Background: an optimization exercise with open tools, aiming at small area, a short achievable clock period and few clock cycles per item. Do not read the settings as production practice.
The RTL was checked by simulation tests, not by an equivalence proof against the original design.
No activity file was given, so power comes from the tool's default toggle rates.

==> design/flow/design.v <==
`timescale 1ns / 1ps
package hcka_pkg;
    localparam int CH_W      = 8;
    localparam int HUE_W     = 9;
    localparam int BQ_W      = 3;      
    localparam int BR_W      = 6;      
    localparam int CFG_IDX_W = 1;
    localparam int CFG_W     = HUE_W;
    localparam int S_DATA_W  = 24;
    localparam int M_DATA_W  = 32;
    localparam logic [CFG_IDX_W-1:0] REG_HUE_LOW  = 1'b0;
    localparam logic [CFG_IDX_W-1:0] REG_HUE_HIGH = 1'b1;
    localparam logic [BQ_W-1:0] LO_Q_RST = 3'd2;
    localparam logic [BR_W-1:0] LO_R_RST = 6'd11;
    localparam logic [BQ_W-1:0] HI_Q_RST = 3'd2;
    localparam logic [BR_W-1:0] HI_R_RST = 6'd25;
endpackage
`timescale 1ns / 1ps
import hcka_pkg::*;
module hcka_sector (
    input  logic [hcka_pkg::CH_W-1:0] red,
    input  logic [hcka_pkg::CH_W-1:0] green,
    input  logic [hcka_pkg::CH_W-1:0] blue,
    output logic                      rg_neg,    
    output logic                      rb_neg,    
    output logic                      gb_neg,    
    output logic [hcka_pkg::CH_W-1:0] delta,
    output logic [hcka_pkg::CH_W-1:0] t
);
    logic [CH_W-1:0] rg, rb, gb;
    logic [5:0]      sext;
    logic [2:0]      cls;       
    hcka_absdiff u_rg (.a(red),   .b(green), .dif(rg), .lt(rg_neg));
    hcka_absdiff u_rb (.a(red),   .b(blue),  .dif(rb), .lt(rb_neg));
    hcka_absdiff u_gb (.a(green), .b(blue),  .dif(gb), .lt(gb_neg));
    hcka_sext u_sext (.rg_neg(rg_neg), .rb_neg(rb_neg), .gb_neg(gb_neg), .sext(sext));
    assign cls[0] = sext[0] | sext[3];
    assign cls[1] = sext[1] | sext[4];
    assign cls[2] = sext[2] | sext[5];
    assign t     = ({CH_W{cls[0]}} & gb) | ({CH_W{cls[1]}} & rg) | ({CH_W{cls[2]}} & rb);
    assign delta = ({CH_W{cls[0]}} & rb) | ({CH_W{cls[1]}} & gb) | ({CH_W{cls[2]}} & rg);
endmodule
module hcka_sext (
    input  logic       rg_neg,
    input  logic       rb_neg,
    input  logic       gb_neg,
    output logic [5:0] sext
);
    logic r_max, g_max, b_max;
    assign r_max = !rg_neg && !rb_neg;
    assign g_max = !r_max && !gb_neg;
    assign b_max = !r_max && gb_neg;
    assign sext[0] = r_max && !gb_neg;
    assign sext[5] = r_max &&  gb_neg;
    assign sext[1] = g_max && !rb_neg;
    assign sext[2] = g_max &&  rb_neg;
    assign sext[4] = b_max && !rg_neg;
    assign sext[3] = b_max &&  rg_neg;
endmodule
module hcka_absdiff (
    input  logic [7:0] a,
    input  logic [7:0] b,
    output logic [7:0] dif,
    output logic       lt
);
    logic g0_1, p0_1, g0_3, p0_3, g0_5, p0_5, g0_7, p0_7, g1_2, p1_2, g1_3, p1_3, g1_6, p1_6, g1_7, p1_7, g2_4, p2_4, g2_5, p2_5, g2_6, p2_6, g2_7, p2_7;
    logic [7:0] p, g, q;
    assign p = ~(a ^ b);    
    assign g = a & ~b;      
    assign q = a | ~b;      
    assign g0_1 = g[1] | (q[1] & g[0]);
    assign p0_1 = q[1] & q[0];
    assign g0_3 = g[3] | (q[3] & g[2]);
    assign p0_3 = q[3] & q[2];
    assign g0_5 = g[5] | (q[5] & g[4]);
    assign p0_5 = q[5] & q[4];
    assign g0_7 = g[7] | (q[7] & g[6]);
    assign p0_7 = q[7] & q[6];
    assign g1_2 = g[2] | (q[2] & g0_1);
    assign p1_2 = q[2] & p0_1;
    assign g1_3 = g0_3 | (p0_3 & g0_1);
    assign p1_3 = p0_3 & p0_1;
    assign g1_6 = g[6] | (q[6] & g0_5);
    assign p1_6 = q[6] & p0_5;
    assign g1_7 = g0_7 | (p0_7 & g0_5);
    assign p1_7 = p0_7 & p0_5;
    assign g2_4 = g[4] | (q[4] & g1_3);
    assign p2_4 = q[4] & p1_3;
    assign g2_5 = g0_5 | (p0_5 & g1_3);
    assign p2_5 = p0_5 & p1_3;
    assign g2_6 = g1_6 | (p1_6 & g1_3);
    assign p2_6 = p1_6 & p1_3;
    assign g2_7 = g1_7 | (p1_7 & g1_3);
    assign p2_7 = p1_7 & p1_3;
    assign dif[0] = lt ? ~p[0] : ~p[0];
    assign dif[1] = lt ? ~(p[1] ^ g[0]) : (p[1] ^ (g[0] | q[0]));
    assign dif[2] = lt ? ~(p[2] ^ g0_1) : (p[2] ^ (g0_1 | p0_1));
    assign dif[3] = lt ? ~(p[3] ^ g1_2) : (p[3] ^ (g1_2 | p1_2));
    assign dif[4] = lt ? ~(p[4] ^ g1_3) : (p[4] ^ (g1_3 | p1_3));
    assign dif[5] = lt ? ~(p[5] ^ g2_4) : (p[5] ^ (g2_4 | p2_4));
    assign dif[6] = lt ? ~(p[6] ^ g2_5) : (p[6] ^ (g2_5 | p2_5));
    assign dif[7] = lt ? ~(p[7] ^ g2_6) : (p[7] ^ (g2_6 | p2_6));
    assign lt = ~(g2_7 | p2_7);
endmodule
module hcka_cmp_0 (
    input  logic [2:0] one,
    input  logic [2:0] two,
    input  logic [2:0] neg,
    input  logic [7:0] d,
    input  logic [7:0] t,
    output logic       y
);
    logic n1, n2, n3, n4, n5, n6, n7, n8, n9, n10, n11, n12, n13, n14, n15, n16, n17, n18, n19, n20, n21, n22, n23, n24, n25, n26, n27, n28, n29, n30, n31, n32, n33, n34, n35, n36, n37, n38, n39, n40, n41, n42, n43, n44, n45, n46, n47, n48, n49, n50, n51, n52, n53, n54, n55, n56, n57, n58, n59, n60, n61, n62, n63, n64, n65, n66, n67, n68, n69, n70, n71, n72, n73, n74, n75, n76, n77, n78, n79, n80, n81, n82, n83, n84, n85, n86, n87, n88, n89, n90, n91, n92, n93, n94, n95, n96, n97, n98, n99, n100, n101, n102, n103, n104, n105, n106, n107, n108, n109, n110, n111, n112, n113, n114, n115, n116, n117, n118, n119, n120, n121, n122, n123, n124, n125, n126, n127, n128, n129, n130, n131, n132, n133, n134, n135, n136, n137, n138, n139, n140, n141, n142, n143, n144, n145, n146, n147, n148, n149, n150, n151, n152, n153, n154, n155, n156;
    assign n1 = (((one[0] & d[4]) | (two[0] & d[3])) ^ neg[0]) ^ (((one[1] & d[2]) | (two[1] & d[1])) ^ neg[1]);
    assign n2 = (((one[0] & d[4]) | (two[0] & d[3])) ^ neg[0]) & (((one[1] & d[2]) | (two[1] & d[1])) ^ neg[1]);
    assign n3 = (((one[0] & d[5]) | (two[0] & d[4])) ^ neg[0]) ^ (((one[1] & d[3]) | (two[1] & d[2])) ^ neg[1]) ^ (((one[2] & d[1]) | (two[2] & d[0])) ^ neg[2]);
    assign n4 = ((((one[0] & d[5]) | (two[0] & d[4])) ^ neg[0]) & (((one[1] & d[3]) | (two[1] & d[2])) ^ neg[1])) | ((((one[0] & d[5]) | (two[0] & d[4])) ^ neg[0]) & (((one[2] & d[1]) | (two[2] & d[0])) ^ neg[2])) | ((((one[1] & d[3]) | (two[1] & d[2])) ^ neg[1]) & (((one[2] & d[1]) | (two[2] & d[0])) ^ neg[2]));
    assign n5 = t[3] ^ 1'b1;
    assign n6 = t[3] & 1'b1;
    assign n7 = (((one[0] & d[6]) | (two[0] & d[5])) ^ neg[0]) ^ (((one[1] & d[4]) | (two[1] & d[3])) ^ neg[1]) ^ (((one[2] & d[2]) | (two[2] & d[1])) ^ neg[2]);
    assign n8 = ((((one[0] & d[6]) | (two[0] & d[5])) ^ neg[0]) & (((one[1] & d[4]) | (two[1] & d[3])) ^ neg[1])) | ((((one[0] & d[6]) | (two[0] & d[5])) ^ neg[0]) & (((one[2] & d[2]) | (two[2] & d[1])) ^ neg[2])) | ((((one[1] & d[4]) | (two[1] & d[3])) ^ neg[1]) & (((one[2] & d[2]) | (two[2] & d[1])) ^ neg[2]));
    assign n9 = (neg[2] & d[0]) ^ t[4] ^ (~t[0]);
    assign n10 = ((neg[2] & d[0]) & t[4]) | ((neg[2] & d[0]) & (~t[0])) | (t[4] & (~t[0]));
    assign n11 = (((one[0] & d[7]) | (two[0] & d[6])) ^ neg[0]) ^ (((one[1] & d[5]) | (two[1] & d[4])) ^ neg[1]) ^ (((one[2] & d[3]) | (two[2] & d[2])) ^ neg[2]);
    assign n12 = ((((one[0] & d[7]) | (two[0] & d[6])) ^ neg[0]) & (((one[1] & d[5]) | (two[1] & d[4])) ^ neg[1])) | ((((one[0] & d[7]) | (two[0] & d[6])) ^ neg[0]) & (((one[2] & d[3]) | (two[2] & d[2])) ^ neg[2])) | ((((one[1] & d[5]) | (two[1] & d[4])) ^ neg[1]) & (((one[2] & d[3]) | (two[2] & d[2])) ^ neg[2]));
    assign n13 = (neg[2] & d[1]) ^ t[5] ^ (~t[1]);
    assign n14 = ((neg[2] & d[1]) & t[5]) | ((neg[2] & d[1]) & (~t[1])) | (t[5] & (~t[1]));
    assign n15 = (((two[0] & d[7])) ^ neg[0]) ^ (((one[1] & d[6]) | (two[1] & d[5])) ^ neg[1]) ^ (((one[2] & d[4]) | (two[2] & d[3])) ^ neg[2]);
    assign n16 = ((((two[0] & d[7])) ^ neg[0]) & (((one[1] & d[6]) | (two[1] & d[5])) ^ neg[1])) | ((((two[0] & d[7])) ^ neg[0]) & (((one[2] & d[4]) | (two[2] & d[3])) ^ neg[2])) | ((((one[1] & d[6]) | (two[1] & d[5])) ^ neg[1]) & (((one[2] & d[4]) | (two[2] & d[3])) ^ neg[2]));
    assign n17 = (neg[2] & d[2]) ^ t[6] ^ (~t[2]);
    assign n18 = ((neg[2] & d[2]) & t[6]) | ((neg[2] & d[2]) & (~t[2])) | (t[6] & (~t[2]));
    assign n19 = (((one[1] & d[7]) | (two[1] & d[6])) ^ neg[1]) ^ (((one[2] & d[5]) | (two[2] & d[4])) ^ neg[2]) ^ (neg[2] & d[3]);
    assign n20 = ((((one[1] & d[7]) | (two[1] & d[6])) ^ neg[1]) & (((one[2] & d[5]) | (two[2] & d[4])) ^ neg[2])) | ((((one[1] & d[7]) | (two[1] & d[6])) ^ neg[1]) & (neg[2] & d[3])) | ((((one[2] & d[5]) | (two[2] & d[4])) ^ neg[2]) & (neg[2] & d[3]));
    assign n21 = t[7] ^ (~t[3]) ^ (~(~neg[0]));
    assign n22 = (t[7] & (~t[3])) | (t[7] & (~(~neg[0]))) | ((~t[3]) & (~(~neg[0])));
    assign n23 = (((two[1] & d[7])) ^ neg[1]) ^ (((one[2] & d[6]) | (two[2] & d[5])) ^ neg[2]) ^ (neg[2] & d[4]);
    assign n24 = ((((two[1] & d[7])) ^ neg[1]) & (((one[2] & d[6]) | (two[2] & d[5])) ^ neg[2])) | ((((two[1] & d[7])) ^ neg[1]) & (neg[2] & d[4])) | ((((one[2] & d[6]) | (two[2] & d[5])) ^ neg[2]) & (neg[2] & d[4]));
    assign n25 = (~t[4]) ^ 1'b1 ^ (~neg[0]);
    assign n26 = ((~t[4]) & 1'b1) | ((~t[4]) & (~neg[0])) | (1'b1 & (~neg[0]));
    assign n27 = (~neg[1]) ^ (((one[2] & d[7]) | (two[2] & d[6])) ^ neg[2]) ^ (neg[2] & d[5]);
    assign n28 = ((~neg[1]) & (((one[2] & d[7]) | (two[2] & d[6])) ^ neg[2])) | ((~neg[1]) & (neg[2] & d[5])) | ((((one[2] & d[7]) | (two[2] & d[6])) ^ neg[2]) & (neg[2] & d[5]));
    assign n29 = (((two[2] & d[7])) ^ neg[2]) ^ (neg[2] & d[6]);
    assign n30 = (((two[2] & d[7])) ^ neg[2]) & (neg[2] & d[6]);
    assign n31 = (((one[0] & d[2]) | (two[0] & d[1])) ^ neg[0]) ^ (((one[1] & d[0])) ^ neg[1]);
    assign n32 = (((one[0] & d[2]) | (two[0] & d[1])) ^ neg[0]) & (((one[1] & d[0])) ^ neg[1]);
    assign n33 = (((one[0] & d[3]) | (two[0] & d[2])) ^ neg[0]) ^ (((one[1] & d[1]) | (two[1] & d[0])) ^ neg[1]);
    assign n34 = (((one[0] & d[3]) | (two[0] & d[2])) ^ neg[0]) & (((one[1] & d[1]) | (two[1] & d[0])) ^ neg[1]);
    assign n35 = (((one[2] & d[0])) ^ neg[2]) ^ neg[2] ^ t[2];
    assign n36 = ((((one[2] & d[0])) ^ neg[2]) & neg[2]) | ((((one[2] & d[0])) ^ neg[2]) & t[2]) | (neg[2] & t[2]);
    assign n37 = 1'b1 ^ n3 ^ n5;
    assign n38 = (1'b1 & n3) | (1'b1 & n5) | (n3 & n5);
    assign n39 = n7 ^ n9 ^ n4;
    assign n40 = (n7 & n9) | (n7 & n4) | (n9 & n4);
    assign n41 = n11 ^ n13 ^ n8;
    assign n42 = (n11 & n13) | (n11 & n8) | (n13 & n8);
    assign n43 = n15 ^ n17 ^ n12;
    assign n44 = (n15 & n17) | (n15 & n12) | (n17 & n12);
    assign n45 = n19 ^ n21 ^ n16;
    assign n46 = (n19 & n21) | (n19 & n16) | (n21 & n16);
    assign n47 = n23 ^ n25 ^ n20;
    assign n48 = (n23 & n25) | (n23 & n20) | (n25 & n20);
    assign n49 = (~t[5]) ^ n27 ^ n24;
    assign n50 = ((~t[5]) & n27) | ((~t[5]) & n24) | (n27 & n24);
    assign n51 = (~t[6]) ^ 1'b1 ^ n29;
    assign n52 = ((~t[6]) & 1'b1) | ((~t[6]) & n29) | (1'b1 & n29);
    assign n53 = (~neg[2]) ^ (neg[2] & d[7]) ^ (~t[7]);
    assign n54 = ((~neg[2]) & (neg[2] & d[7])) | ((~neg[2]) & (~t[7])) | ((neg[2] & d[7]) & (~t[7]));
    assign n55 = neg[1] ^ t[0];
    assign n56 = neg[1] & t[0];
    assign n57 = t[1] ^ n33 ^ n32;
    assign n58 = (t[1] & n33) | (t[1] & n32) | (n33 & n32);
    assign n59 = n1 ^ n35 ^ n34;
    assign n60 = (n1 & n35) | (n1 & n34) | (n35 & n34);
    assign n61 = n2 ^ n37 ^ n36;
    assign n62 = (n2 & n37) | (n2 & n36) | (n37 & n36);
    assign n63 = n6 ^ n39 ^ n38;
    assign n64 = (n6 & n39) | (n6 & n38) | (n39 & n38);
    assign n65 = n10 ^ n41 ^ n40;
    assign n66 = (n10 & n41) | (n10 & n40) | (n41 & n40);
    assign n67 = n14 ^ n43 ^ n42;
    assign n68 = (n14 & n43) | (n14 & n42) | (n43 & n42);
    assign n69 = n18 ^ n45 ^ n44;
    assign n70 = (n18 & n45) | (n18 & n44) | (n45 & n44);
    assign n71 = n22 ^ n47 ^ n46;
    assign n72 = (n22 & n47) | (n22 & n46) | (n47 & n46);
    assign n73 = n26 ^ n49 ^ n48;
    assign n74 = (n26 & n49) | (n26 & n48) | (n49 & n48);
    assign n75 = n28 ^ n51 ^ n50;
    assign n76 = (n28 & n51) | (n28 & n50) | (n51 & n50);
    assign n77 = n30 ^ n53 ^ n52;
    assign n78 = (n30 & n53) | (n30 & n52) | (n53 & n52);
    assign n79 = (((one[0] & d[0])) ^ neg[0]) & neg[0];
    assign n93 = (((one[0] & d[0])) ^ neg[0]) | neg[0];
    assign n80 = (((one[0] & d[1]) | (two[0] & d[0])) ^ neg[0]) & 1'b0;
    assign n94 = (((one[0] & d[1]) | (two[0] & d[0])) ^ neg[0]) | 1'b0;
    assign n81 = n31 & n55;
    assign n95 = n31 | n55;
    assign n82 = n57 & n56;
    assign n96 = n57 | n56;
    assign n83 = n59 & n58;
    assign n97 = n59 | n58;
    assign n84 = n61 & n60;
    assign n98 = n61 | n60;
    assign n85 = n63 & n62;
    assign n99 = n63 | n62;
    assign n86 = n65 & n64;
    assign n100 = n65 | n64;
    assign n87 = n67 & n66;
    assign n101 = n67 | n66;
    assign n88 = n69 & n68;
    assign n102 = n69 | n68;
    assign n89 = n71 & n70;
    assign n103 = n71 | n70;
    assign n90 = n73 & n72;
    assign n104 = n73 | n72;
    assign n91 = n75 & n74;
    assign n105 = n75 | n74;
    assign n92 = n77 & n76;
    assign n106 = n77 | n76;
    assign n107 = n80 | (n94 & n79);
    assign n108 = n94 & n93;
    assign n109 = n82 | (n96 & n81);
    assign n110 = n96 & n95;
    assign n111 = n84 | (n98 & n83);
    assign n112 = n98 & n97;
    assign n113 = n86 | (n100 & n85);
    assign n114 = n100 & n99;
    assign n115 = n88 | (n102 & n87);
    assign n116 = n102 & n101;
    assign n117 = n90 | (n104 & n89);
    assign n118 = n104 & n103;
    assign n119 = n92 | (n106 & n91);
    assign n120 = n106 & n105;
    assign n121 = n81 | (n95 & n107);
    assign n122 = n95 & n108;
    assign n123 = n109 | (n110 & n107);
    assign n124 = n110 & n108;
    assign n125 = n85 | (n99 & n111);
    assign n126 = n99 & n112;
    assign n127 = n113 | (n114 & n111);
    assign n128 = n114 & n112;
    assign n129 = n89 | (n103 & n115);
    assign n130 = n103 & n116;
    assign n131 = n117 | (n118 & n115);
    assign n132 = n118 & n116;
    assign n133 = n83 | (n97 & n123);
    assign n134 = n97 & n124;
    assign n135 = n111 | (n112 & n123);
    assign n136 = n112 & n124;
    assign n137 = n125 | (n126 & n123);
    assign n138 = n126 & n124;
    assign n139 = n127 | (n128 & n123);
    assign n140 = n128 & n124;
    assign n141 = n91 | (n105 & n131);
    assign n142 = n105 & n132;
    assign n143 = n119 | (n120 & n131);
    assign n144 = n120 & n132;
    assign n145 = n87 | (n101 & n139);
    assign n146 = n101 & n140;
    assign n147 = n115 | (n116 & n139);
    assign n148 = n116 & n140;
    assign n149 = n129 | (n130 & n139);
    assign n150 = n130 & n140;
    assign n151 = n131 | (n132 & n139);
    assign n152 = n132 & n140;
    assign n153 = n141 | (n142 & n139);
    assign n154 = n142 & n140;
    assign n155 = n143 | (n144 & n139);
    assign n156 = n144 & n140;
    assign y = n54 ^ n78 ^ n155;
endmodule
module hcka_cmp_1 (
    input  logic [2:0] one,
    input  logic [2:0] two,
    input  logic [2:0] neg,
    input  logic [7:0] d,
    input  logic [7:0] t,
    output logic       y
);
    logic n1, n2, n3, n4, n5, n6, n7, n8, n9, n10, n11, n12, n13, n14, n15, n16, n17, n18, n19, n20, n21, n22, n23, n24, n25, n26, n27, n28, n29, n30, n31, n32, n33, n34, n35, n36, n37, n38, n39, n40, n41, n42, n43, n44, n45, n46, n47, n48, n49, n50, n51, n52, n53, n54, n55, n56, n57, n58, n59, n60, n61, n62, n63, n64, n65, n66, n67, n68, n69, n70, n71, n72, n73, n74, n75, n76, n77, n78, n79, n80, n81, n82, n83, n84, n85, n86, n87, n88, n89, n90, n91, n92, n93, n94, n95, n96, n97, n98, n99, n100, n101, n102, n103, n104, n105, n106, n107, n108, n109, n110, n111, n112, n113, n114, n115, n116, n117, n118, n119, n120, n121, n122, n123, n124, n125, n126, n127, n128, n129, n130, n131, n132, n133, n134, n135, n136, n137, n138, n139, n140, n141, n142, n143, n144, n145, n146, n147, n148, n149, n150, n151, n152, n153, n154, n155, n156, n157, n158, n159, n160, n161, n162, n163, n164, n165, n166;
    assign n1 = (((one[0] & d[2]) | (two[0] & d[1])) ^ neg[0]) ^ (((one[1] & d[0])) ^ neg[1]);
    assign n2 = (((one[0] & d[2]) | (two[0] & d[1])) ^ neg[0]) & (((one[1] & d[0])) ^ neg[1]);
    assign n3 = (((one[0] & d[3]) | (two[0] & d[2])) ^ neg[0]) ^ (((one[1] & d[1]) | (two[1] & d[0])) ^ neg[1]);
    assign n4 = (((one[0] & d[3]) | (two[0] & d[2])) ^ neg[0]) & (((one[1] & d[1]) | (two[1] & d[0])) ^ neg[1]);
    assign n5 = (((one[0] & d[4]) | (two[0] & d[3])) ^ neg[0]) ^ (((one[1] & d[2]) | (two[1] & d[1])) ^ neg[1]) ^ (((one[2] & d[0])) ^ neg[2]);
    assign n6 = ((((one[0] & d[4]) | (two[0] & d[3])) ^ neg[0]) & (((one[1] & d[2]) | (two[1] & d[1])) ^ neg[1])) | ((((one[0] & d[4]) | (two[0] & d[3])) ^ neg[0]) & (((one[2] & d[0])) ^ neg[2])) | ((((one[1] & d[2]) | (two[1] & d[1])) ^ neg[1]) & (((one[2] & d[0])) ^ neg[2]));
    assign n7 = neg[2] ^ t[2];
    assign n8 = neg[2] & t[2];
    assign n9 = (((one[0] & d[5]) | (two[0] & d[4])) ^ neg[0]) ^ (((one[1] & d[3]) | (two[1] & d[2])) ^ neg[1]) ^ (((one[2] & d[1]) | (two[2] & d[0])) ^ neg[2]);
    assign n10 = ((((one[0] & d[5]) | (two[0] & d[4])) ^ neg[0]) & (((one[1] & d[3]) | (two[1] & d[2])) ^ neg[1])) | ((((one[0] & d[5]) | (two[0] & d[4])) ^ neg[0]) & (((one[2] & d[1]) | (two[2] & d[0])) ^ neg[2])) | ((((one[1] & d[3]) | (two[1] & d[2])) ^ neg[1]) & (((one[2] & d[1]) | (two[2] & d[0])) ^ neg[2]));
    assign n11 = t[3] ^ 1'b1;
    assign n12 = t[3] & 1'b1;
    assign n13 = (((one[0] & d[6]) | (two[0] & d[5])) ^ neg[0]) ^ (((one[1] & d[4]) | (two[1] & d[3])) ^ neg[1]) ^ (((one[2] & d[2]) | (two[2] & d[1])) ^ neg[2]);
    assign n14 = ((((one[0] & d[6]) | (two[0] & d[5])) ^ neg[0]) & (((one[1] & d[4]) | (two[1] & d[3])) ^ neg[1])) | ((((one[0] & d[6]) | (two[0] & d[5])) ^ neg[0]) & (((one[2] & d[2]) | (two[2] & d[1])) ^ neg[2])) | ((((one[1] & d[4]) | (two[1] & d[3])) ^ neg[1]) & (((one[2] & d[2]) | (two[2] & d[1])) ^ neg[2]));
    assign n15 = (neg[2] & d[0]) ^ t[4] ^ (~t[0]);
    assign n16 = ((neg[2] & d[0]) & t[4]) | ((neg[2] & d[0]) & (~t[0])) | (t[4] & (~t[0]));
    assign n17 = (((one[0] & d[7]) | (two[0] & d[6])) ^ neg[0]) ^ (((one[1] & d[5]) | (two[1] & d[4])) ^ neg[1]) ^ (((one[2] & d[3]) | (two[2] & d[2])) ^ neg[2]);
    assign n18 = ((((one[0] & d[7]) | (two[0] & d[6])) ^ neg[0]) & (((one[1] & d[5]) | (two[1] & d[4])) ^ neg[1])) | ((((one[0] & d[7]) | (two[0] & d[6])) ^ neg[0]) & (((one[2] & d[3]) | (two[2] & d[2])) ^ neg[2])) | ((((one[1] & d[5]) | (two[1] & d[4])) ^ neg[1]) & (((one[2] & d[3]) | (two[2] & d[2])) ^ neg[2]));
    assign n19 = (neg[2] & d[1]) ^ t[5] ^ (~t[1]);
    assign n20 = ((neg[2] & d[1]) & t[5]) | ((neg[2] & d[1]) & (~t[1])) | (t[5] & (~t[1]));
    assign n21 = (((two[0] & d[7])) ^ neg[0]) ^ (((one[1] & d[6]) | (two[1] & d[5])) ^ neg[1]) ^ (((one[2] & d[4]) | (two[2] & d[3])) ^ neg[2]);
    assign n22 = ((((two[0] & d[7])) ^ neg[0]) & (((one[1] & d[6]) | (two[1] & d[5])) ^ neg[1])) | ((((two[0] & d[7])) ^ neg[0]) & (((one[2] & d[4]) | (two[2] & d[3])) ^ neg[2])) | ((((one[1] & d[6]) | (two[1] & d[5])) ^ neg[1]) & (((one[2] & d[4]) | (two[2] & d[3])) ^ neg[2]));
    assign n23 = (neg[2] & d[2]) ^ t[6] ^ (~t[2]);
    assign n24 = ((neg[2] & d[2]) & t[6]) | ((neg[2] & d[2]) & (~t[2])) | (t[6] & (~t[2]));
    assign n25 = (((one[1] & d[7]) | (two[1] & d[6])) ^ neg[1]) ^ (((one[2] & d[5]) | (two[2] & d[4])) ^ neg[2]) ^ (neg[2] & d[3]);
    assign n26 = ((((one[1] & d[7]) | (two[1] & d[6])) ^ neg[1]) & (((one[2] & d[5]) | (two[2] & d[4])) ^ neg[2])) | ((((one[1] & d[7]) | (two[1] & d[6])) ^ neg[1]) & (neg[2] & d[3])) | ((((one[2] & d[5]) | (two[2] & d[4])) ^ neg[2]) & (neg[2] & d[3]));
    assign n27 = t[7] ^ (~t[3]) ^ (~(~neg[0]));
    assign n28 = (t[7] & (~t[3])) | (t[7] & (~(~neg[0]))) | ((~t[3]) & (~(~neg[0])));
    assign n29 = (((two[1] & d[7])) ^ neg[1]) ^ (((one[2] & d[6]) | (two[2] & d[5])) ^ neg[2]) ^ (neg[2] & d[4]);
    assign n30 = ((((two[1] & d[7])) ^ neg[1]) & (((one[2] & d[6]) | (two[2] & d[5])) ^ neg[2])) | ((((two[1] & d[7])) ^ neg[1]) & (neg[2] & d[4])) | ((((one[2] & d[6]) | (two[2] & d[5])) ^ neg[2]) & (neg[2] & d[4]));
    assign n31 = (~t[4]) ^ 1'b1 ^ (~neg[0]);
    assign n32 = ((~t[4]) & 1'b1) | ((~t[4]) & (~neg[0])) | (1'b1 & (~neg[0]));
    assign n33 = (~neg[1]) ^ (((one[2] & d[7]) | (two[2] & d[6])) ^ neg[2]) ^ (neg[2] & d[5]);
    assign n34 = ((~neg[1]) & (((one[2] & d[7]) | (two[2] & d[6])) ^ neg[2])) | ((~neg[1]) & (neg[2] & d[5])) | ((((one[2] & d[7]) | (two[2] & d[6])) ^ neg[2]) & (neg[2] & d[5]));
    assign n35 = (((two[2] & d[7])) ^ neg[2]) ^ (neg[2] & d[6]);
    assign n36 = (((two[2] & d[7])) ^ neg[2]) & (neg[2] & d[6]);
    assign n37 = neg[1] ^ t[0];
    assign n38 = neg[1] & t[0];
    assign n39 = t[1] ^ 1'b1 ^ n3;
    assign n40 = (t[1] & 1'b1) | (t[1] & n3) | (1'b1 & n3);
    assign n41 = 1'b1 ^ n5 ^ n7;
    assign n42 = (1'b1 & n5) | (1'b1 & n7) | (n5 & n7);
    assign n43 = n9 ^ n11 ^ n6;
    assign n44 = (n9 & n11) | (n9 & n6) | (n11 & n6);
    assign n45 = n13 ^ n15 ^ n10;
    assign n46 = (n13 & n15) | (n13 & n10) | (n15 & n10);
    assign n47 = n17 ^ n19 ^ n14;
    assign n48 = (n17 & n19) | (n17 & n14) | (n19 & n14);
    assign n49 = n21 ^ n23 ^ n18;
    assign n50 = (n21 & n23) | (n21 & n18) | (n23 & n18);
    assign n51 = n25 ^ n27 ^ n22;
    assign n52 = (n25 & n27) | (n25 & n22) | (n27 & n22);
    assign n53 = n29 ^ n31 ^ n26;
    assign n54 = (n29 & n31) | (n29 & n26) | (n31 & n26);
    assign n55 = (~t[5]) ^ n33 ^ n30;
    assign n56 = ((~t[5]) & n33) | ((~t[5]) & n30) | (n33 & n30);
    assign n57 = (~t[6]) ^ 1'b1 ^ n35;
    assign n58 = ((~t[6]) & 1'b1) | ((~t[6]) & n35) | (1'b1 & n35);
    assign n59 = (~neg[2]) ^ (neg[2] & d[7]) ^ (~t[7]);
    assign n60 = ((~neg[2]) & (neg[2] & d[7])) | ((~neg[2]) & (~t[7])) | ((neg[2] & d[7]) & (~t[7]));
    assign n61 = (((one[0] & d[0])) ^ neg[0]) ^ neg[0];
    assign n62 = (((one[0] & d[0])) ^ neg[0]) & neg[0];
    assign n63 = (((one[0] & d[1]) | (two[0] & d[0])) ^ neg[0]) ^ 1'b1;
    assign n64 = (((one[0] & d[1]) | (two[0] & d[0])) ^ neg[0]) & 1'b1;
    assign n65 = 1'b1 ^ n1 ^ n37;
    assign n66 = (1'b1 & n1) | (1'b1 & n37) | (n1 & n37);
    assign n67 = n2 ^ n39 ^ n38;
    assign n68 = (n2 & n39) | (n2 & n38) | (n39 & n38);
    assign n69 = n4 ^ n41 ^ n40;
    assign n70 = (n4 & n41) | (n4 & n40) | (n41 & n40);
    assign n71 = n8 ^ n43 ^ n42;
    assign n72 = (n8 & n43) | (n8 & n42) | (n43 & n42);
    assign n73 = n12 ^ n45 ^ n44;
    assign n74 = (n12 & n45) | (n12 & n44) | (n45 & n44);
    assign n75 = n16 ^ n47 ^ n46;
    assign n76 = (n16 & n47) | (n16 & n46) | (n47 & n46);
    assign n77 = n20 ^ n49 ^ n48;
    assign n78 = (n20 & n49) | (n20 & n48) | (n49 & n48);
    assign n79 = n24 ^ n51 ^ n50;
    assign n80 = (n24 & n51) | (n24 & n50) | (n51 & n50);
    assign n81 = n28 ^ n53 ^ n52;
    assign n82 = (n28 & n53) | (n28 & n52) | (n53 & n52);
    assign n83 = n32 ^ n55 ^ n54;
    assign n84 = (n32 & n55) | (n32 & n54) | (n55 & n54);
    assign n85 = n34 ^ n57 ^ n56;
    assign n86 = (n34 & n57) | (n34 & n56) | (n57 & n56);
    assign n87 = n36 ^ n59 ^ n58;
    assign n88 = (n36 & n59) | (n36 & n58) | (n59 & n58);
    assign n89 = 1'b1 & n61;
    assign n103 = 1'b1 | n61;
    assign n90 = n63 & n62;
    assign n104 = n63 | n62;
    assign n91 = n65 & n64;
    assign n105 = n65 | n64;
    assign n92 = n67 & n66;
    assign n106 = n67 | n66;
    assign n93 = n69 & n68;
    assign n107 = n69 | n68;
    assign n94 = n71 & n70;
    assign n108 = n71 | n70;
    assign n95 = n73 & n72;
    assign n109 = n73 | n72;
    assign n96 = n75 & n74;
    assign n110 = n75 | n74;
    assign n97 = n77 & n76;
    assign n111 = n77 | n76;
    assign n98 = n79 & n78;
    assign n112 = n79 | n78;
    assign n99 = n81 & n80;
    assign n113 = n81 | n80;
    assign n100 = n83 & n82;
    assign n114 = n83 | n82;
    assign n101 = n85 & n84;
    assign n115 = n85 | n84;
    assign n102 = n87 & n86;
    assign n116 = n87 | n86;
    assign n117 = n90 | (n104 & n89);
    assign n118 = n104 & n103;
    assign n119 = n92 | (n106 & n91);
    assign n120 = n106 & n105;
    assign n121 = n94 | (n108 & n93);
    assign n122 = n108 & n107;
    assign n123 = n96 | (n110 & n95);
    assign n124 = n110 & n109;
    assign n125 = n98 | (n112 & n97);
    assign n126 = n112 & n111;
    assign n127 = n100 | (n114 & n99);
    assign n128 = n114 & n113;
    assign n129 = n102 | (n116 & n101);
    assign n130 = n116 & n115;
    assign n131 = n91 | (n105 & n117);
    assign n132 = n105 & n118;
    assign n133 = n119 | (n120 & n117);
    assign n134 = n120 & n118;
    assign n135 = n95 | (n109 & n121);
    assign n136 = n109 & n122;
    assign n137 = n123 | (n124 & n121);
    assign n138 = n124 & n122;
    assign n139 = n99 | (n113 & n125);
    assign n140 = n113 & n126;
    assign n141 = n127 | (n128 & n125);
    assign n142 = n128 & n126;
    assign n143 = n93 | (n107 & n133);
    assign n144 = n107 & n134;
    assign n145 = n121 | (n122 & n133);
    assign n146 = n122 & n134;
    assign n147 = n135 | (n136 & n133);
    assign n148 = n136 & n134;
    assign n149 = n137 | (n138 & n133);
    assign n150 = n138 & n134;
    assign n151 = n101 | (n115 & n141);
    assign n152 = n115 & n142;
    assign n153 = n129 | (n130 & n141);
    assign n154 = n130 & n142;
    assign n155 = n97 | (n111 & n149);
    assign n156 = n111 & n150;
    assign n157 = n125 | (n126 & n149);
    assign n158 = n126 & n150;
    assign n159 = n139 | (n140 & n149);
    assign n160 = n140 & n150;
    assign n161 = n141 | (n142 & n149);
    assign n162 = n142 & n150;
    assign n163 = n151 | (n152 & n149);
    assign n164 = n152 & n150;
    assign n165 = n153 | (n154 & n149);
    assign n166 = n154 & n150;
    assign y = n60 ^ n88 ^ n165;
endmodule
`timescale 1ns / 1ps
import hcka_pkg::*;
module hue_chroma_key_alpha_unit (
    input  logic                               aclk,
    input  logic                               aresetn,
    input  logic                               s_tvalid,
    output logic                               s_tready,
    input  logic [hcka_pkg::S_DATA_W-1:0]      s_tdata,    
    output logic                               m_tvalid,
    input  logic                               m_tready,
    output logic [hcka_pkg::M_DATA_W-1:0]      m_tdata,    
    input  logic                               cfg_wr_en,
    input  logic [hcka_pkg::CFG_IDX_W-1:0]     cfg_index,
    input  logic [hcka_pkg::CFG_W-1:0]         cfg_wdata
);
    logic [BQ_W-1:0] lo_q_reg, hi_q_reg;
    logic [8:0]      lo_rb_reg, hi_rb_reg;    
    logic [BQ_W-1:0] wr_q_ge, wr_q_gt;
    logic [BR_W-1:0] wr_r_ge, wr_r_gt;
    logic              rg_neg, rb_neg, gb_neg;
    logic [CH_W-1:0]   delta, t;
    logic                en1, en2;
    logic                v1_reg;
    logic [S_DATA_W-1:0] s1_rgb_reg;
    logic [CH_W-1:0]     s1_delta_reg, s1_t_reg;
    logic                s1_rg_neg_reg, s1_rb_neg_reg, s1_gb_neg_reg;
    logic [5:0]          sext;
    logic [5:0]          lo_gt_mask, lo_eq_mask, hi_lt_mask, hi_eq_mask;
    logic                lo_lt, hi_le;
    logic                lo_in, hi_in;
    logic                key_reg;
    logic [S_DATA_W-1:0] rgb_reg;
    always_comb begin
        wr_q_ge = '0;
        wr_q_gt = '0;
        for (int k = 1; k <= 6; k++) begin
            if (cfg_wdata >= CFG_W'(60 * k)) wr_q_ge = BQ_W'(k);
            if (cfg_wdata >  CFG_W'(60 * k)) wr_q_gt = BQ_W'(k);
        end
    end
    assign wr_r_ge = {cfg_wdata[5:2] + {1'b0, wr_q_ge}, cfg_wdata[1:0]};
    assign wr_r_gt = {cfg_wdata[5:2] + {1'b0, wr_q_gt}, cfg_wdata[1:0]};
    always_ff @(posedge aclk) begin
        if (!aresetn) begin
            lo_q_reg <= LO_Q_RST;
            lo_rb_reg <= booth(LO_R_RST);
            hi_q_reg <= HI_Q_RST;
            hi_rb_reg <= booth(HI_R_RST);
        end else if (cfg_wr_en) begin
            unique case (cfg_index)
                REG_HUE_LOW:  begin lo_q_reg <= wr_q_ge; lo_rb_reg <= booth(wr_r_ge); end
                REG_HUE_HIGH: begin hi_q_reg <= wr_q_gt; hi_rb_reg <= booth(wr_r_gt); end
                default: ;
            endcase
        end
    end
    function automatic logic [8:0] booth(input logic [BR_W-1:0] r);
        logic [6:0] x;
        logic [2:0] one, two, neg;
        x = {r, 1'b0};
        for (int i = 0; i < 3; i++) begin
            one[i] = x[2*i+1] ^ x[2*i];
            two[i] = (x[2*i+2] & !x[2*i+1] & !x[2*i]) | (!x[2*i+2] & x[2*i+1] & x[2*i]);
            neg[i] = x[2*i+2];
        end
        booth = {neg, two, one};
    endfunction
    assign en2      = !m_tvalid || m_tready;
    assign en1      = !v1_reg || en2;
    assign s_tready = en1;
    always_ff @(posedge aclk) begin
        if (!aresetn) begin
            v1_reg   <= 1'b0;
            m_tvalid <= 1'b0;
        end else begin
            if (en1) v1_reg   <= s_tvalid;
            if (en2) m_tvalid <= v1_reg;
        end
    end
    hcka_sector u_sector (
        .red    (s_tdata[7:0]),
        .green  (s_tdata[15:8]),
        .blue   (s_tdata[23:16]),
        .rg_neg (rg_neg),
        .rb_neg (rb_neg),
        .gb_neg (gb_neg),
        .delta  (delta),
        .t      (t)
    );
    always_ff @(posedge aclk) begin
        if (en1) begin
            s1_rgb_reg    <= s_tdata;
            s1_delta_reg  <= delta;
            s1_t_reg      <= t;
            s1_rg_neg_reg <= rg_neg;
            s1_rb_neg_reg <= rb_neg;
            s1_gb_neg_reg <= gb_neg;
        end
    end
    hcka_sext u_sext (
        .rg_neg (s1_rg_neg_reg),
        .rb_neg (s1_rb_neg_reg),
        .gb_neg (s1_gb_neg_reg),
        .sext   (sext)
    );
    always_comb begin
        for (int k = 0; k < 6; k++) begin
            lo_gt_mask[k] = BQ_W'(k) >  lo_q_reg;
            lo_eq_mask[k] = BQ_W'(k) == lo_q_reg;
            hi_lt_mask[k] = BQ_W'(k) <  hi_q_reg;
            hi_eq_mask[k] = BQ_W'(k) == hi_q_reg;
        end
    end
    hcka_cmp_0 u_lo (.one(lo_rb_reg[2:0]), .two(lo_rb_reg[5:3]), .neg(lo_rb_reg[8:6]),
                     .d(s1_delta_reg), .t(s1_t_reg), .y(lo_lt));
    hcka_cmp_1 u_hi (.one(hi_rb_reg[2:0]), .two(hi_rb_reg[5:3]), .neg(hi_rb_reg[8:6]),
                     .d(s1_delta_reg), .t(s1_t_reg), .y(hi_le));
    assign lo_in = |(sext & lo_gt_mask) || (|(sext & lo_eq_mask) && lo_lt);
    assign hi_in = |(sext & hi_lt_mask) || (|(sext & hi_eq_mask) && !hi_le);
    always_ff @(posedge aclk) begin
        if (en2) begin
            key_reg <= lo_in && hi_in;
            rgb_reg <= s1_rgb_reg;
        end
    end
    assign m_tdata = {{CH_W{!key_reg}}, rgb_reg};
endmodule
==> design/flow/flow/run.sh <==
#!/bin/bash
# The standard layout (the standard.sh, unchanged synthesis), with plain buf_1 cells as
# the port buffers in place of the delay buffers that buffer_ports picks by default.
set -euo pipefail
export BUFFER_PORTS_ARGS="-buffer_cell sky130_fd_sc_hd__buf_1"
bash standard.sh finish > standard.log 2>&1
==> design/flow/standard.sh <==
#!/bin/bash
# synth_recipe.tcl (not shown) runs the flow's synth.tcl, then flattens the netlist and writes it again
# the make line also repeats each setting of config.mk as NAME=value (left out here)
make -C /OpenROAD-flow-scripts/flow DESIGN_CONFIG=/design/flow/config.mk WORK_HOME=/design/flow/orfs CLKGATE_MAP_FILE= SYNTH_SCRIPT=/design/flow/synth_recipe.tcl "${@:-finish}"
==> design/flow/config.mk <==
export PLATFORM = sky130hd
export DESIGN_NAME = hue_chroma_key_alpha_unit
export DESIGN_NICKNAME = hue_chroma_key_alpha_unit
export VERILOG_FILES = /design/flow/design.v
export SDC_FILE = /design/flow/constraint.sdc
export NUM_CORES = 4
export LEC_CHECK = 0
export ABC_AREA = 1
export CAP_MARGIN = 20
export CORE_MARGIN = 2
export CORE_UTILIZATION = 40
export SLEW_MARGIN = 20
==> design/flow/constraint.sdc <==
create_clock -name core_clock -period 6.0 [get_ports {aclk}]
set_input_delay 1.2000 -clock core_clock [delete_from_list [all_inputs] [get_ports {aclk}]]
set_output_delay 1.2000 -clock core_clock [all_outputs]
set_load 0.01 [all_outputs]
==> results_dict.tcl, run 1 <==
set metrics [dict create \
    totalWireLength_mm 22.8 \
    maxCapViolCount 0 \
    grt_pass1_vias 7384 \
    final_cells 1482 \
    crit_chain "inv_1 > xor2_1 > fa_1 > fa_1 > inv_1 > fa_1 > inv_1 > nand2_1 > o21ai_0 > inv_1 > nand2_1 > nand3_1 > a21oi_1 > nand3_1 > nand3_1 > nand2_1 > nand2_1 > inv_1" \
    grt_busiest_layer "met2" \
    dpl-instance-area_sq_um 9730 \
    grt_overflow 0 \
    min_from "s1_rgb_reg[6]" \
    ys_types 42 \
    synth_ff_type "edfxtp_1" \
    grt_pass1_wl_mm 37.1 \
    power_density_nw_per_um2 515 \
    endpoint "key_reg" \
    nets 1370 \
    drt_iter0_drc 329 \
    critPathSlowestCell "dfxtp_1" \
    startpoint "lo_rb_reg[8]" \
    ys_top_cells_by_area "edfxtp_1 (22%), fa_1 (15%), ha_1 (9.6%), inv_1 (9.5%), nand2_1 (8.9%)" \
    worst_clock_skew_ps 12.7 \
    report.final.slew_viol_count 0 \
    p_leak_nw 4.89 \
    clk_path_buf_depth 2 \
    startpoint_type "register" \
    path_depth 18 \
    fp.dieW_microns 156 \
    track_usage_pct 19.6 \
    pre_cts_ws_ps 1890 \
    fin_tns_setup_ps 0 \
    postRouteAntennaNets 0 \
    clock-sinks 94 \
    fmax_mhz 241 \
    start_util_pct 40.8 \
    core_sq_um 22700 \
    cp.required_ps 6110 \
    period_share_pct 69.1 \
    cts.clk_slew.worst_paths_ps 70 \
    gp_congestion 0.926 \
    viasPerCell 5.01 \
    tightest_slew_ps 762 \
    grt.met2_usage_pct 34.2 \
    finalSetupViolCount 0 \
    nFillCells 2324 \
    cts_setup_buffers 0 \
    final_layout_size_suffix_gt1_share_pct 3.76 \
    fin_area_sq_um 10000 \
    p_total_mw 5.17 \
    via_count 7420 \
    path_buf_inv 5 \
    route.detailed.drc 0 \
    regToRegSetupSlack_ps 1850 \
    cp_top_family "adder cells" \
    syn_to_final_growth_pct 8.31 \
    slowest_delay_ps 790 \
    die_area_sq_um 24400 \
    seq_area_frac_synth_pct 27.7 \
    yosysTopAreaCell "edfxtp_1" \
    hold_path_class "register to register" \
    gr-usage-met1_pct 23.3 \
    avgSynthCellArea_sq_um 8.14 \
    cts.htree.levels 3 \
    cts_root_buf "clkbuf_16" \
    slew_headroom_pct 49.2 \
    crit_arrival_ps 4260 \
    post_cts_resized 0 \
    dp_hpwl_mm 18.6 \
    rows 55 \
    end_kind "register" \
    crit_top_cell "inv_1" \
    synth_edf_count 68 \
    cts_made_buffers 9 \
    syn_inst 1138 \
    crit-reg2reg-capture "key_reg" \
    antenna_cells 0 \
    finalCoreUtilization_pct 44.2 \
    synth_top_cell_area_share_pct 22.1 \
    hold_slack_ps 422 \
    grt_max_degree 44 \
    status "complete, no violations" \
    peakVddDrop_mv 0.401 \
    first_pass_iters 4 \
    synthArstFlopShare_pct 0 \
    holdBufCountCts 0 \
    antenna_found_initial 0 \
    layout_min_cycle_time_ps 4150 \
    synth_fp_nets 1316 \
    worst_slack_ps 1850 \
    die_height_microns 156 \
    clk_latency_ps 350 \
    crit_type "register to register" \
    worst-r2r-cell-count 18 \
    portBuffers 72 \
    ys_warn_count 1 \
    reg2reg_from "lo_rb_reg[8]" \
    cp_max_fo 15 \
    layout_commonest_cell "inv_1" \
    synthesis.area_sq_um 9260 \
    most-common-layout-cells "inv_1 (234), nand2_1 (219), buf_1 (72)" \
    hold_violations 0 \
    wl_per_cell_microns 15.4 \
    cts_tree "yes" \
    rsz0062_at_grt "no" \
    ys_ff_latch 94 \
    dp.cells 1466 \
    io_pins 73 \
    met3_usage_pct 3.47 \
]
-- cell usage after synthesis, types with 2 or more instances --
cell,number
a31oi_1,4
o221ai_1,3
inv_2,2
clkinv_1,6
o31ai_1,3
o22ai_1,43
a21oi_1,39
nand3_1,65
nand2_2,3
clkbuf_1,17
ha_1,71
o21bai_1,4
dfxtp_1,26
inv_1,234
a21oi_2,2
xor2_1,70
buf_6,4
nor3_1,6
nor2_2,3
o21ai_0,68
a21o_1,3
nand2_1,219
nor2_1,53
nand4_1,3
nor3_2,2
or2_2,7
xnor2_1,14
o211ai_1,8
fa_1,68
buf_4,9
edfxtp_1,68
-- metal layers --
metal | share of wire [%] | routed length (microns) | vias to the layer above
li1 | - | - | 3731
met1 | 43 | 9810 | 3488
met2 | 49 | 11200 | 154
met3 | 3.9 | 895 | 47
met4 | 4.1 | 929 | 0
met5 | 0 | 0 | -
-- how the worst min path moves through the flow --
| stage | end | cells after the start |
|---|---|---|
| 3_3_place_gp | rgb_reg[7] | 0 |
| 6_report | rgb_reg[6] | 0 |
| 4_1_cts | rgb_reg[22] | 0 |
| 2_1_floorplan | rgb_reg[0] | 0 |
| 3_5_place_dp | rgb_reg[20] | 0 |
| 5_1_grt | rgb_reg[22] | 0 |
-- layout make-up --
type / count / area (sq um) / share of cell area [%]
multi-input combinational: 769 / 5600 / 55.9
sequential: 94 / 2560 / 25.6
inverter: 243 / 915 / 9.12
tap: 285 / 357 / 3.56
timing repair buffer: 75 / 293 / 2.92
clock buffer: 9 / 225 / 2.25
clock inverter: 7 / 75.1 / 0.749
-- report_power, final --
group / internal [mW] / switching (mW)
sequential: 0.799 / 0.128
clock: 0.295 / 0.286
combinational: 1.49 / 2.16
-- kinds of logic after synthesis --
family                   after synthesis  synth area share [%]
buffers and inverters                275                  11.9
flip-flops                            94                  27.7
AND/OR/NAND/NOR                      364                  16.6
XOR/XNOR                              84                  7.95
AO/OA/AOI/OAI                        182                  11.6
adder cells (fa/ha/maj)              139                  24.3
Testbench counts, summed over its fixed seeds: cycles 16,400, items 16,384.
==> inputs of run 2 (changes only) <==
--- a/design/flow/config.mk
+++ b/design/flow/config.mk
@@ -9,4 +9,5 @@
 export CAP_MARGIN = 20
 export CORE_MARGIN = 2
-export CORE_UTILIZATION = 40
+export CORE_UTILIZATION = 60
+export SETUP_SLACK_MARGIN = 2.6
 export SLEW_MARGIN = 20
==> results_dict.tcl, run 2 <==
set metrics [dict create \
    grt_overflow 0 \
    start_util_pct 61.1 \
    via_count 7502 \
    finalSetupViolCount 0 \
    layout_min_cycle_time_ps 3780 \
    ys_warn_count 1 \
    grt_pass1_vias 7362 \
    fmax_mhz 265 \
    rsz0062_at_grt "yes" \
    yosysTopAreaCell "edfxtp_1" \
    worst_clock_skew_ps 10.5 \
    synth_ff_type "edfxtp_1" \
    synth_top_cell_area_share_pct 22.1 \
    cts.htree.levels 3 \
    layout_commonest_cell "inv_1" \
    maxCapViolCount 0 \
    tightest_slew_ps 641 \
    viasPerCell 5.29 \
    ys_ff_latch 94 \
    hold_path_depth 0 \
    drt_iter0_drc 462 \
    status "complete, no violations" \
    cts.clk_slew.worst_paths_ps 80 \
    postRouteAntennaNets 0 \
    ys_types 42 \
    rows 45 \
    most-common-layout-cells "inv_1 (219), nand2_1 (208), ha_1 (69)" \
    clock-sinks 94 \
    nets 1402 \
    grt_busiest_layer "met2" \
    reg2reg_from "s1_delta_reg[3]" \
    antenna_cells 0 \
    route.detailed.drc 0 \
    final_layout_size_suffix_gt1_share_pct 13.4 \
    hold_slack_ps 420 \
    seq_area_frac_synth_pct 27.7 \
    core_sq_um 15100 \
    cp_max_fo 5 \
    startpoint_type "register" \
    die_area_sq_um 16400 \
    crit-reg2reg-capture "key_reg" \
    yosys-top-cells-count "inv_1 (234), nand2_1 (219), ha_1 (71)" \
    fp.dieW_microns 128 \
    end_kind "register" \
    report.final.slew_viol_count 0 \
    min_from "s1_rgb_reg[9]" \
    dp_hpwl_mm 16.9 \
    hold_path_class "register to register" \
    totalWireLength_mm 22.2 \
    min_to "rgb_reg[9]" \
    die_height_microns 128 \
    grt_max_degree 45 \
    ys_top_cells_by_area "edfxtp_1 (22%), fa_1 (15%), ha_1 (9.6%), inv_1 (9.5%), nand2_1 (8.9%)" \
    crit_type "register to register" \
    period_share_pct 63.0 \
    synth_edf_count 68 \
    cts_made_buffers 9 \
    worst-r2r-cell-count 19 \
    avgSynthCellArea_sq_um 8.14 \
    hold_violations 0 \
    io_pins 73 \
    crit_arrival_ps 3910 \
    p_leak_nw 5.11 \
    synthesis.area_sq_um 9260 \
    slew_headroom_pct 57.3 \
    cp.required_ps 6130 \
    met3_usage_pct 3.51 \
    cts_root_buf "clkbuf_16" \
    clk_path_buf_depth 2 \
    clk_latency_ps 360 \
    yosysMostFrequentCell "inv_1" \
    regToRegSetupSlack_ps 2220 \
    power_density_nw_per_um2 550 \
    cts_tree "yes" \
    syn_inst 1138 \
    grt.met2_usage_pct 48.8 \
    synth_fp_nets 1316 \
    first_pass_iters 5 \
    fin_tns_setup_ps 0 \
    gp_congestion 0.944 \
    portBuffers 72 \
    grt_pass1_wl_mm 35.9 \
    gr-usage-met1_pct 35.1 \
    antenna_found_initial 0 \
    holdBufCountCts 0 \
    synthArstFlopShare_pct 0 \
    peakVddDrop_mv 0.357 \
    syn_to_final_growth_pct 14.0 \
    wl_per_cell_microns 15.6 \
    track_usage_pct 27.9 \
]
run 2: cell counts after synthesis:
No cell type changed its count.
run 2: power breakdown:
group | internal, mW | switching (mW)
Clock | 0.295 | 0.284
Combinational | 1.82 | 2.50
Sequential | 0.799 | 0.112
Total | 2.91 | 2.89
run 2: worst max-delay path by stage:
stage	to	slack (ps)	startpoint	cells past startpoint
3_3_place_gp	key_reg	1950	hi_rb_reg[8]	17
6_report	key_reg	2220	s1_delta_reg[3]	19
4_1_cts	key_reg	2260	s1_delta_reg[3]	18
3_5_place_dp	key_reg	1940	s1_delta_reg[7]	20
2_1_floorplan	key_reg	2500	s1_delta_reg[7]	21
5_1_grt	key_reg	2070	lo_rb_reg[2]	20
run 2: worst max-delay path, cell delays in order (launching register included):
cell and delay (ps):
edfxtp_1 460, clkinvlp_4 270, o22ai_4 240, xor2_2 100, fa_1 500, inv_1 50
fa_1 500, fa_1 460, buf_4 160, a21o_1 140, nand2_1 80, nor2_2 50
nand2_2 110, nand2_2 60, nand2_1 60, nand2_1 50, nand3_1 80, nand2_1 70
nand2_1 90, inv_1 30
run 2: cell families after synthesis:
kind of cell             count (synthesis)  synth area share (%)
XOR/XNOR                                84                  7.95
AND/OR/NAND/NOR                        364                  16.6
AO/OA/AOI/OAI                          182                  11.6
adder cells (fa/ha/maj)                139                  24.3
buffers and inverters                  275                  11.9
flip-flops                              94                  27.7
run 2: metal layers:
| metal | wire [microns] | share of wire [%] |
|---|---|---|
| met1 | 9490 | 43 |
| met2 | 10900 | 49 |
| met3 | 937 | 4.2 |
| met4 | 834 | 3.8 |
| met5 | 0 | 0 |
run 2: what timing repair did:
action / in CTS / in global routing
endpoints found under the hold margin: 0 / 0
buffers inserted: 18 / 12
endpoints found under the setup margin: 19 / 24
pin swaps: 16 / 36
resized for setup: 43 / 72
gates cloned: 2 / 0
run 2: stage by stage:
step / cell area (sq um) / total power [mW] / util [%] / setup WS [ps] / std cells
after floorplan: 9310 / 3.87 / - / 2500 / 1138
after global placement: 9610 / 4.55 / 63.4 / 1950 / 1369
after detailed placement: 9610 / 4.64 / 63.4 / 1940 / 1369
after CTS: 10200 / 5.46 / 67.4 / 2260 / 1405
after global routing: 10600 / 6.45 / 69.7 / 2070 / 1417
final: 10600 / 5.80 / 69.7 / 2220 / 1417
run 2: area by class of cell:
type | count | area [sq um]
Clock buffer | 9 | 225
Clock inverter | 7 | 75.1
Fill cell | 1262 | 4590
Inverter | 243 | 943
Multi-Input combinational cell | 769 | 5920
Sequential cell | 94 | 2580
Tap cell | 188 | 235
Timing Repair Buffer | 105 | 557
Timing Repair inverter | 2 | 15.0
==> inputs of run 3 (changes only) <==
--- a/design/flow/config.mk
+++ b/design/flow/config.mk
@@ -9,5 +9,6 @@
 export CAP_MARGIN = 20
 export CORE_MARGIN = 2
-export CORE_UTILIZATION = 60
+export CORE_UTILIZATION = 40
+export GPL_TIMING_DRIVEN = 1
 export SETUP_SLACK_MARGIN = 2.6
 export SLEW_MARGIN = 20
==> results_dict.tcl, run 3 <==
set metrics [dict create \
    die_area_sq_um 24400 \
    clk_path_buf_depth 2 \
    cts.clk_slew.worst_paths_ps 80 \
    rsz0062_at_grt "yes" \
    crit_type "register to register" \
    portBuffers 72 \
    worst_clock_skew_ps 13.6 \
    fin_tns_setup_ps 0 \
    period_share_pct 63.9 \
    fmax_mhz 261 \
    p_leak_nw 5.03 \
    core_sq_um 22700 \
    grt_pass1_vias 7229 \
    dp_hpwl_mm 17.7 \
    start_util_pct 40.8 \
    grt_max_degree 45 \
    yosys-top-cells-count "inv_1 (234), nand2_1 (219), ha_1 (71)" \
    cts.htree.levels 3 \
    final_layout_size_suffix_gt1_share_pct 10.2 \
    slew_headroom_pct 53.8 \
    first_pass_iters 5 \
    hold_violations 0 \
    clk_latency_ps 370 \
    ys_top_cells_by_area "edfxtp_1 (22%), fa_1 (15%), ha_1 (9.6%), inv_1 (9.5%), nand2_1 (8.9%)" \
    cts_made_buffers 9 \
    cts_tree "yes" \
    synth_top_cell_area_share_pct 22.1 \
    layout_commonest_cell "inv_1" \
    synthArstFlopShare_pct 0 \
    cp_max_fo 4 \
    nets 1385 \
    cts_root_buf "clkbuf_16" \
    report.final.slew_viol_count 0 \
    critPathSlowestCell "fa_1" \
    grt_pass1_wl_mm 37.0 \
    startpoint "s1_delta_reg[5]" \
    synth_ff_type "edfxtp_1" \
    ys_types 42 \
    peakVddDrop_mv 0.356 \
    dp.cells 1466 \
    hold_path_class "register to register" \
    status "complete, no violations" \
    drt_iter0_drc 518 \
    track_usage_pct 19.3 \
    antenna_found_initial 0 \
    cp_top_family "adder cells" \
    p_total_mw 5.61 \
    synthesis.area_sq_um 9260 \
    ys_warn_count 1 \
    end_kind "register" \
    worst_slack_ps 2170 \
    slowest_delay_ps 550 \
    holdBufCountCts 0 \
    yosysMostFrequentCell "inv_1" \
    syn_inst 1138 \
    maxCapViolCount 0 \
    grt_overflow 0 \
    clock-sinks 94 \
    final_cells 1497 \
    path_buf_inv 5 \
    io_pins 73 \
    cp.required_ps 6130 \
    avgSynthCellArea_sq_um 8.14 \
    most-common-layout-cells "inv_1 (225), nand2_1 (213), ha_1 (70)" \
    syn_to_final_growth_pct 12.7 \
    reg2reg_from "s1_delta_reg[5]" \
    route.detailed.drc 0 \
    power_density_nw_per_um2 538 \
    rows 55 \
    finalSetupViolCount 0 \
    yosysTopAreaCell "edfxtp_1" \
    gp_congestion 0.893 \
    die_height_microns 156 \
    antenna_cells 0 \
    layout_min_cycle_time_ps 3830 \
    crit_arrival_ps 3960 \
    min_from "s1_rgb_reg[6]" \
    postRouteAntennaNets 0 \
    synth_fp_nets 1316 \
    wl_per_cell_microns 15.1 \
    seq_area_frac_synth_pct 27.7 \
    ys_ff_latch 94 \
    pre_cts_ws_ps 1780 \
    fp.dieW_microns 156 \
    synth_edf_count 68 \
    via_count 7453 \
    startpoint_type "register" \
    tightest_slew_ps 693 \
    crit_chain "clkinvlp_4 > buf_6 > buf_6 > o22ai_4 > xor2_1 > fa_1 > inv_1 > fa_1 > fa_1 > or2_4 > nand2_1 > nand2_1 > a21oi_2 > nand2_1 > nand2_2 > nand3_1 > nand3_2 > nand2_2 > nand2_2 > inv_1" \
    viasPerCell 4.98 \
    totalWireLength_mm 22.6 \
]
==> run 3: cell counts after synthesis <==
Identical to the previous run, type by type.
==> run 3: per-stage QoR <==
step	utilization, %	area [sq um]	hold WS [ps]
final	45.9	10400	420
after global routing	45.9	10400	426
after CTS	44.8	10200	422
after detailed placement	42.8	9730	405
after global placement	42.8	9730	401
after floorplan	-	9310	400
==> run 3: routing by layer <==
layer  share of wire, %  wire length (microns)  GRT usage [%]
met5                  0                      0              0
met4                2.1                    480           5.68
met3                3.3                    744           2.69
met2                 51                  11500           34.5
met1                 44                   9890           24.3
==> run 3: logic make-up after synthesis <==
| logic type | after synthesis | share of synthesized area, % |
|---|---|---|
| AO/OA/AOI/OAI | 182 | 11.6 |
| XOR/XNOR | 84 | 7.95 |
| adder cells (fa/ha/maj) | 139 | 24.3 |
| buffers and inverters | 275 | 11.9 |
| flip-flops | 94 | 27.7 |
| AND/OR/NAND/NOR | 364 | 16.6 |
==> run 3: what timing repair did <==
| item | 4_1_cts | 5_1_grt |
|---|---|---|
| setup buffers | 6 | 9 |
| pin swaps | 19 | 21 |
| resized for setup | 31 | 52 |
| setup endpoints to repair | 17 | 25 |
==> run 3: final cells by class <==
type,count,area (sq um)
Tap cell,285,357
Fill cell,2264,12300
Timing Repair Buffer,90,428
Sequential cell,94,2570
Clock buffer,9,225
Inverter,243,931
Clock inverter,7,73.8
Multi-Input combinational cell,769,5840
==> run 3: final timing paths <==
path | endpoint | slack [ps] | cells past startpoint
min | rgb_reg[6] | 420 | 0
max | key_reg | 2170 | 20
max reg2reg | key_reg | 2170 | 20
min reg2reg | rgb_reg[6] | 420 | 0
==> run 3: worst register-to-register path: stages (launching register included) <==
cell and delay [ps]:
edfxtp_1 450, clkinvlp_4 160, buf_6 140, buf_6 130, o22ai_4 140, xor2_1 100
fa_1 490, inv_1 50, fa_1 550, fa_1 420, or2_4 240, nand2_1 50
nand2_1 60, a21oi_2 130, nand2_1 70, nand2_2 60, nand3_1 70, nand3_2 110
nand2_2 60, nand2_2 60, inv_1 30
==> run 3: report_power, final <==
part	total, mW	leakage (nW)	switching, mW	internal, mW
Sequential	0.931	0.936	0.132	0.799
Combinational	4.10	3.95	2.40	1.70
Clock	0.584	0.148	0.288	0.296
Total	5.61	5.03	2.82	2.80
==> inputs of run 4 (changes only) <==
--- a/design/flow/config.mk
+++ b/design/flow/config.mk
@@ -6,9 +6,8 @@
 export NUM_CORES = 4
 export LEC_CHECK = 0
-export ABC_AREA = 1
+export ABC_AREA = 0
 export CAP_MARGIN = 20
 export CORE_MARGIN = 2
 export CORE_UTILIZATION = 40
-export GPL_TIMING_DRIVEN = 1
 export SETUP_SLACK_MARGIN = 2.6
 export SLEW_MARGIN = 20
==> results_dict.tcl, run 4 <==
set metrics [dict create \
    status "complete, no violations" \
    clock-sinks 94 \
    ys_ff_latch 94 \
    dp_hpwl_mm 17.4 \
    worst_clock_skew_ps 10.1 \
    nets 1294 \
    tightest_slew_ps 637 \
    first_pass_iters 7 \
    cp.required_ps 6110 \
    seq_area_frac_synth_pct 27.3 \
    clk_latency_ps 360 \
    syn_inst 1002 \
    p_leak_nw 4.91 \
    regToRegSetupSlack_ps 2000 \
    ys_top_cells_by_area "edfxtp_1 (22%), fa_1 (14%), ha_1 (9.5%), xnor2_1 (6.8%), dfxtp_1 (5.5%)" \
    nFillCells 2150 \
    crit_chain "buf_12 > buf_4 > a22oi_2 > xnor2_1 > fa_1 > fa_1 > fa_1 > nor2b_1 > a221o_1 > a211oi_2 > a22oi_1 > o21ai_1 > a31oi_1 > xnor2_1 > o211a_1" \
    postRouteAntennaNets 0 \
    cts_made_buffers 9 \
    report.final.slew_viol_count 0 \
    slew_headroom_pct 57.5 \
    fp.dieW_microns 157 \
    p_total_mw 5.25 \
    crit_top_cell "fa_1" \
    io_pins 73 \
    synth_edf_count 68 \
    synthesis.area_sq_um 9400 \
    rows 56 \
    syn_to_final_growth_pct 25.9 \
    synth_ff_type "edfxtp_1" \
    clk_path_buf_depth 2 \
    holdBufCountCts 0 \
    cp_max_fo 6 \
    portBuffers 72 \
    crit_type "register to register" \
    startpoint_type "register" \
    die_height_microns 157 \
    cts_root_buf "clkbuf_16" \
    hold_path_class "register to register" \
    synthArstFlopShare_pct 0 \
    maxCapViolCount 0 \
    yosys-top-cells-count "inv_1 (130), nand2_1 (82), xnor2_1 (73)" \
    gp_congestion 0.860 \
    via_count 7963 \
    final_layout_size_suffix_gt1_share_pct 24.6 \
    peakVddDrop_mv 0.391 \
    core_sq_um 23300 \
    grt_pass1_vias 7573 \
    finalSetupViolCount 0 \
    layout_min_cycle_time_ps 4000 \
    cp_top_family "adder cells" \
    fin_tns_setup_ps 0 \
    grt_overflow 0 \
    hold_violations 0 \
    most-common-layout-cells "inv_1 (122), nand2_1 (75), edfxtp_1 (68)" \
    avgSynthCellArea_sq_um 9.38 \
    slowest_delay_ps 530 \
    ys_warn_count 1 \
    synth_fp_nets 1180 \
    route.detailed.drc 0 \
    antenna_cells 0 \
    ys_types 70 \
    cts.clk_slew.worst_paths_ps 70 \
    period_share_pct 66.7 \
    yosysTopAreaCell "edfxtp_1" \
    antenna_found_initial 0 \
    start_util_pct 40.4 \
    layout_commonest_cell "inv_1" \
    wl_per_cell_microns 18.3 \
    grt_pass1_wl_mm 38.9 \
    rsz0062_at_grt "yes" \
    path_buf_inv 2 \
    track_usage_pct 20.1 \
    yosysMostFrequentCell "inv_1" \
    end_kind "register" \
    drt_iter0_drc 623 \
    totalWireLength_mm 26.4 \
    cts.htree.levels 3 \
    crit_arrival_ps 4120 \
    power_density_nw_per_um2 444 \
    viasPerCell 5.53 \
    synth_top_cell_area_share_pct 21.7 \
    fmax_mhz 250 \
    cts_tree "yes" \
    critPathSlowestCell "fa_1" \
    grt_max_degree 42 \
    die_area_sq_um 24700 \
]
==> run 4: changes by cell type in the layout (fill, tap and decap cells not counted), moves of 15 or more <==
| cell | delta |
|---|---|
| nand2_1 | -138 |
| inv_1 | -103 |
| xnor2_1 | +53 |
| buf_4 | +49 |
| nand3_1 | -43 |
| o21ai_0 | -43 |
| xor2_1 | -41 |
| a22oi_1 | +36 |
| nor2_1 | -20 |
| o22ai_1 | -20 |
| a22oi_2 | +15 |
| buf_1 | -15 |
==> run 4: metrics by stage <==
stage,instance area [sq um],utilization [%],hold slack [ps],worst slack [ps],std cells
5_1_grt,11800,50.8,430,1820,1440
2_1_floorplan,9760,-,400,2310,1002
6_report,11800,50.8,422,2000,1440
3_5_place_dp,10100,43.4,405,1350,1339
4_1_cts,11200,48.0,423,2000,1412
3_3_place_gp,10100,43.4,402,1350,1339
==> run 4: layout make-up <==
| cell class | count | area, sq um | area share (%) |
|---|---|---|---|
| Clock buffer | 9 | 225 | 1.90 |
| Clock inverter | 7 | 90.1 | 0.762 |
| Inverter | 133 | 557 | 4.71 |
| Multi-Input combinational cell | 718 | 6760 | 57.2 |
| Sequential cell | 94 | 2570 | 21.8 |
| Tap cell | 319 | 399 | 3.37 |
| Timing Repair Buffer | 157 | 1190 | 10.0 |
| Timing Repair inverter | 3 | 31.3 | 0.264 |
==> run 4: where the power goes <==
group / internal [mW] / leakage [nW] / switching (mW)
registers: 0.787 / 0.930 / 0.116
logic: 1.77 / 3.83 / 1.97
clock network: 0.334 / 0.156 / 0.277
==> run 4: path summary, 6_finish.rpt <==
path                   startpoint          to  cells past startpoint
setup reg to reg  s1_delta_reg[5]     key_reg                     15
setup / recovery  s1_delta_reg[5]     key_reg                     15
hold / removal      s1_rgb_reg[1]  rgb_reg[1]                      0
hold reg to reg     s1_rgb_reg[1]  rgb_reg[1]                      0
==> run 4: worst reg2reg max path, delay by kind of cell, from the launching register on <==
family                   cells  cell delay [ps]
XOR/XNOR                     2              340
AND/OR/NAND/NOR              1               60
flip-flops                   1              450
adder cells (fa/ha/maj)      3             1470
buffers and inverters        2              330
AO/OA/AOI/OAI                7             1120
==> run 4: cell families (layout without fill, tap and decap cells) <==
family / after synthesis / count (layout) / share of synthesized area (%)
multiplexers: 9 / 9 / 0.959
AND/OR/NAND/NOR: 216 / 216 / 10.9
AO/OA/AOI/OAI: 250 / 251 / 18.9
buffers and inverters: 191 / 309 / 8.31
flip-flops: 94 / 94 / 27.3
XOR/XNOR: 99 / 99 / 9.23
adder cells (fa/ha/maj): 143 / 143 / 24.4
==> run 4: metal layers <==
metal | up-vias | GRT usage, % | wire (microns)
met2 | 290 | 35.4 | 13300
met1 | 3894 | 25.4 | 10800
met5 | - | 0 | 0
met4 | 0 | 6.02 | 884
li1 | 3689 | - | -
met3 | 90 | 3.22 | 1380
==> run 4: repair_timing <==
| item | 4_1_cts | 5_1_grt |
|---|---|---|
| setup endpoints to repair | 25 | 23 |
| cloned | 2 | 4 |
| gates resized for setup | 70 | 100 |
| pin swaps | 44 | 44 |
| setup buffers | 55 | 23 |

## port drivers added, routing unchanged
The flow's constraints put no driver on any port. The routed layouts listed below were extracted and timed again, unchanged, in two steps. Step 1 assumes that a clkbuf_16 drives the clock port and a buf_2 every other input. Step 2, shift: input delay + t, output delay - t, t = (earliest + latest rising clock arrival at the registers) / 2. This alone moves slack from input paths to output paths. a / b / c = ideal ports / drivers / drivers and shift; a / b = the first two.
run | t (ns) | slack for setup (ns) | worst data-port slew with drivers (ns)
run 1 | 0.395 | 1.855 / 1.855 / 1.855 | 0.04
run 2 | 0.396 | 2.221 / 2.221 / 2.221 | 0.04
run 3 | 0.404 | 2.166 / 2.166 / 2.166 | 0.04
run 4 | 0.406 | 1.997 / 1.997 / 1.997 | 0.07
After both steps setup and hold are still met in every run listed.
